Background: an optimization exercise with open tools, aiming at small area. Do not read the settings as production practice. The RTL was checked by simulation tests, not by an equivalence proof against the original design. The clock port is modelled as an ideal driver; clocking choices that lean on that would not hold on a real chip. No activity file was given, so power comes from the tool's default toggle rates.

// color_tracker
module color_tracker #(
  parameter int SUM_BITS = 32  
) (
  input  logic        clk_pixel,
  input  logic        sys_rst,
  input  logic [15:0] pixel,
  input  logic [24:0] timing,
  input  logic [2:0]  channel_sel,
  input  logic [7:0]  lower_bound,
  input  logic [7:0]  upper_bound,
  input  logic [1:0]  bg_sel,
  input  logic [1:0]  target_sel,
  output logic [23:0] pixel_out,
  output logic [24:0] timing_out,
  output logic [10:0] x_com,
  output logic [9:0]  y_com,
  output logic        com_valid
);
Size: ~330 flip-flops, roughly 14000 um2 of cells after synthesis.
export LEC_CHECK = 0
export CAP_MARGIN = 20
export CORE_MARGIN = 2
export CORE_UTILIZATION = 40
export CTS_BUF_LIST = sky130_fd_sc_hd__clkbuf_8
export CTS_CLUSTER_DIAMETER = 80
export CTS_CLUSTER_SIZE = 16
export PLACE_DENSITY = 0.6
export SLEW_MARGIN = 20
export SYNTH_HIERARCHICAL = 1
create_clock -name core_clock -period 6.7 [get_ports {clk_pixel}]
standard.sh (not shown) runs the stock make flow with config.mk's settings and CLKGATE_MAP_FILE= SYNTH_SCRIPT=/design/flow/synth_recipe.tcl, a recipe that flattens the netlist after the stock synthesis.
==> flow/flow/run.sh <==
#!/bin/bash
# The standard layout (standard synthesis and ORFS flow), with these changes:
# the port buffers use the smallest buffer cell instead of the default pick;
# after the post-placement repair and after clock tree synthesis, cells on
# paths with slack are downsized; clock tree synthesis adds no dummy loads.
set -uo pipefail
export BUFFER_PORTS_ARGS="-buffer_cell sky130_fd_sc_hd__buf_1"
export POST_RESIZE_TCL="$PWD/flow/recover.tcl"
export POST_CTS_TCL="$PWD/flow/recover_cts.tcl"
export CTS_ARGS="-sink_clustering_enable -repair_clock_nets -sink_clustering_size 16 -sink_clustering_max_diameter 80 -buf_list sky130_fd_sc_hd__clkbuf_8 -dont_use_dummy_load"
bash standard.sh finish > standard_flow.log 2>&1
==> flow/flow/recover.tcl <==
# after global placement and its design repair: give back area on paths with
# timing slack by downsizing cells
puts "recover: area before [sta::format_area [rsz::design_area] 0]"
repair_timing -recover_power 100 -verbose
puts "recover: area after [sta::format_area [rsz::design_area] 0]"
==> flow/flow/recover_cts.tcl <==
# after clock tree synthesis and its timing repair: give back area on paths
# with timing slack by downsizing cells, then legalize the placement again
puts "recover: area before [sta::format_area [rsz::design_area] 0]"
estimate_parasitics -placement
repair_timing -recover_power 100 -verbose
detailed_placement
check_placement -verbose
puts "recover: area after [sta::format_area [rsz::design_area] 0]"
The first run completed with no timing, DRC or antenna violations.
==> next run, changes <==
==> flow/flow/run.sh (replaced) <==
#!/bin/bash
# The standard layout (standard synthesis and ORFS flow), with these changes:
# the port buffers use the smallest buffer cell instead of the default pick;
# after the floorplan repair, after the post-placement repair and after clock
# tree synthesis, cells on paths with slack are downsized; clock tree
# synthesis adds no dummy loads. All tool output goes to standard_flow.log and
# ORFS's own per-step logs under orfs/logs.
set -uo pipefail
export BUFFER_PORTS_ARGS="-buffer_cell sky130_fd_sc_hd__buf_1"
export POST_FLOORPLAN_TCL="$PWD/flow/recover.tcl"
export POST_RESIZE_TCL="$PWD/flow/recover.tcl"
export POST_CTS_TCL="$PWD/flow/recover_cts.tcl"
export CTS_ARGS="-sink_clustering_enable -repair_clock_nets -sink_clustering_size 10 -sink_clustering_max_diameter 60 -buf_list sky130_fd_sc_hd__clkbuf_4 -dont_use_dummy_load"
bash standard.sh finish > standard_flow.log 2>&1
==> flow/flow/recover.tcl (replaced) <==
# area recovery: give back area on paths with timing slack by downsizing
# cells (used after floorplan repair and after post-placement repair; the
# following detailed placement legalizes)
puts "recover: area before [sta::format_area [rsz::design_area] 0]"
repair_timing -recover_power 100 -verbose
puts "recover: area after [sta::format_area [rsz::design_area] 0]"
CTS_BUF_LIST = sky130_fd_sc_hd__clkbuf_4   (was sky130_fd_sc_hd__clkbuf_8)
CTS_CLUSTER_DIAMETER = 60   (was 80)
CTS_CLUSTER_SIZE = 10   (was 16)
Final cell count rose slightly. Register-to-register slack is worse by 30 ps. Clock-buffer cell count came out higher by 16.
==> next run, changes <==
--- a/flow/flow/run.sh
+++ b/flow/flow/run.sh
@@ -13 +13 @@
-export CTS_ARGS="-sink_clustering_enable -repair_clock_nets -sink_clustering_size 10 -sink_clustering_max_diameter 60 -buf_list sky130_fd_sc_hd__clkbuf_4 -dont_use_dummy_load"
+export CTS_ARGS="-sink_clustering_enable -repair_clock_nets -sink_clustering_size 16 -sink_clustering_max_diameter 80 -buf_list sky130_fd_sc_hd__clkbuf_8 -dont_use_dummy_load"
CTS_BUF_LIST = sky130_fd_sc_hd__clkbuf_8   (was sky130_fd_sc_hd__clkbuf_4)
CTS_CLUSTER_DIAMETER = 80   (was 60)
CTS_CLUSTER_SIZE = 16   (was 10)
The changed run completed with no timing, DRC or antenna violations. Die area does not change. Design area is about the same. Sequential cell count does not change. Combinational power is about the same. Fmax went up by 0.45%. Power went up by 0.63%. Worst setup slack is better by 29 ps. Via count falls by 0.99%.

-- re-timing with driven ports --
The results above use ideal ports. As a check the final layouts listed here were re-extracted and re-timed, cells and wires unchanged.
Step 1: set_driving_cell puts a clkbuf_16 on clk_pixel and a buf_2 on each other input, an assumption about the parent block.
Step 2 moves the port delays by t, midway between the first and last clock arrival at a register: inputs arrive t later, outputs are due t later. That takes back most of the time a late clock gives input paths.
a / b / c = ideal ports / drivers / drivers and shift; a / b = the first two.
run | t, ns | slack for setup (ns) | hold slack, ns | worst setup path at the end
the first run | 0.606 | 0.332 / 0.332 / 0.332 | 0.324 / 0.324 / 0.324 | register to register
the second run | 0.726 | 0.302 / 0.302 / 0.302 | 0.310 / 0.310 / 0.310 | register to register
the third run | 0.597 | 0.331 / 0.331 / 0.331 | 0.322 / 0.322 / 0.322 | register to register
After both steps every run listed still meets setup and hold.
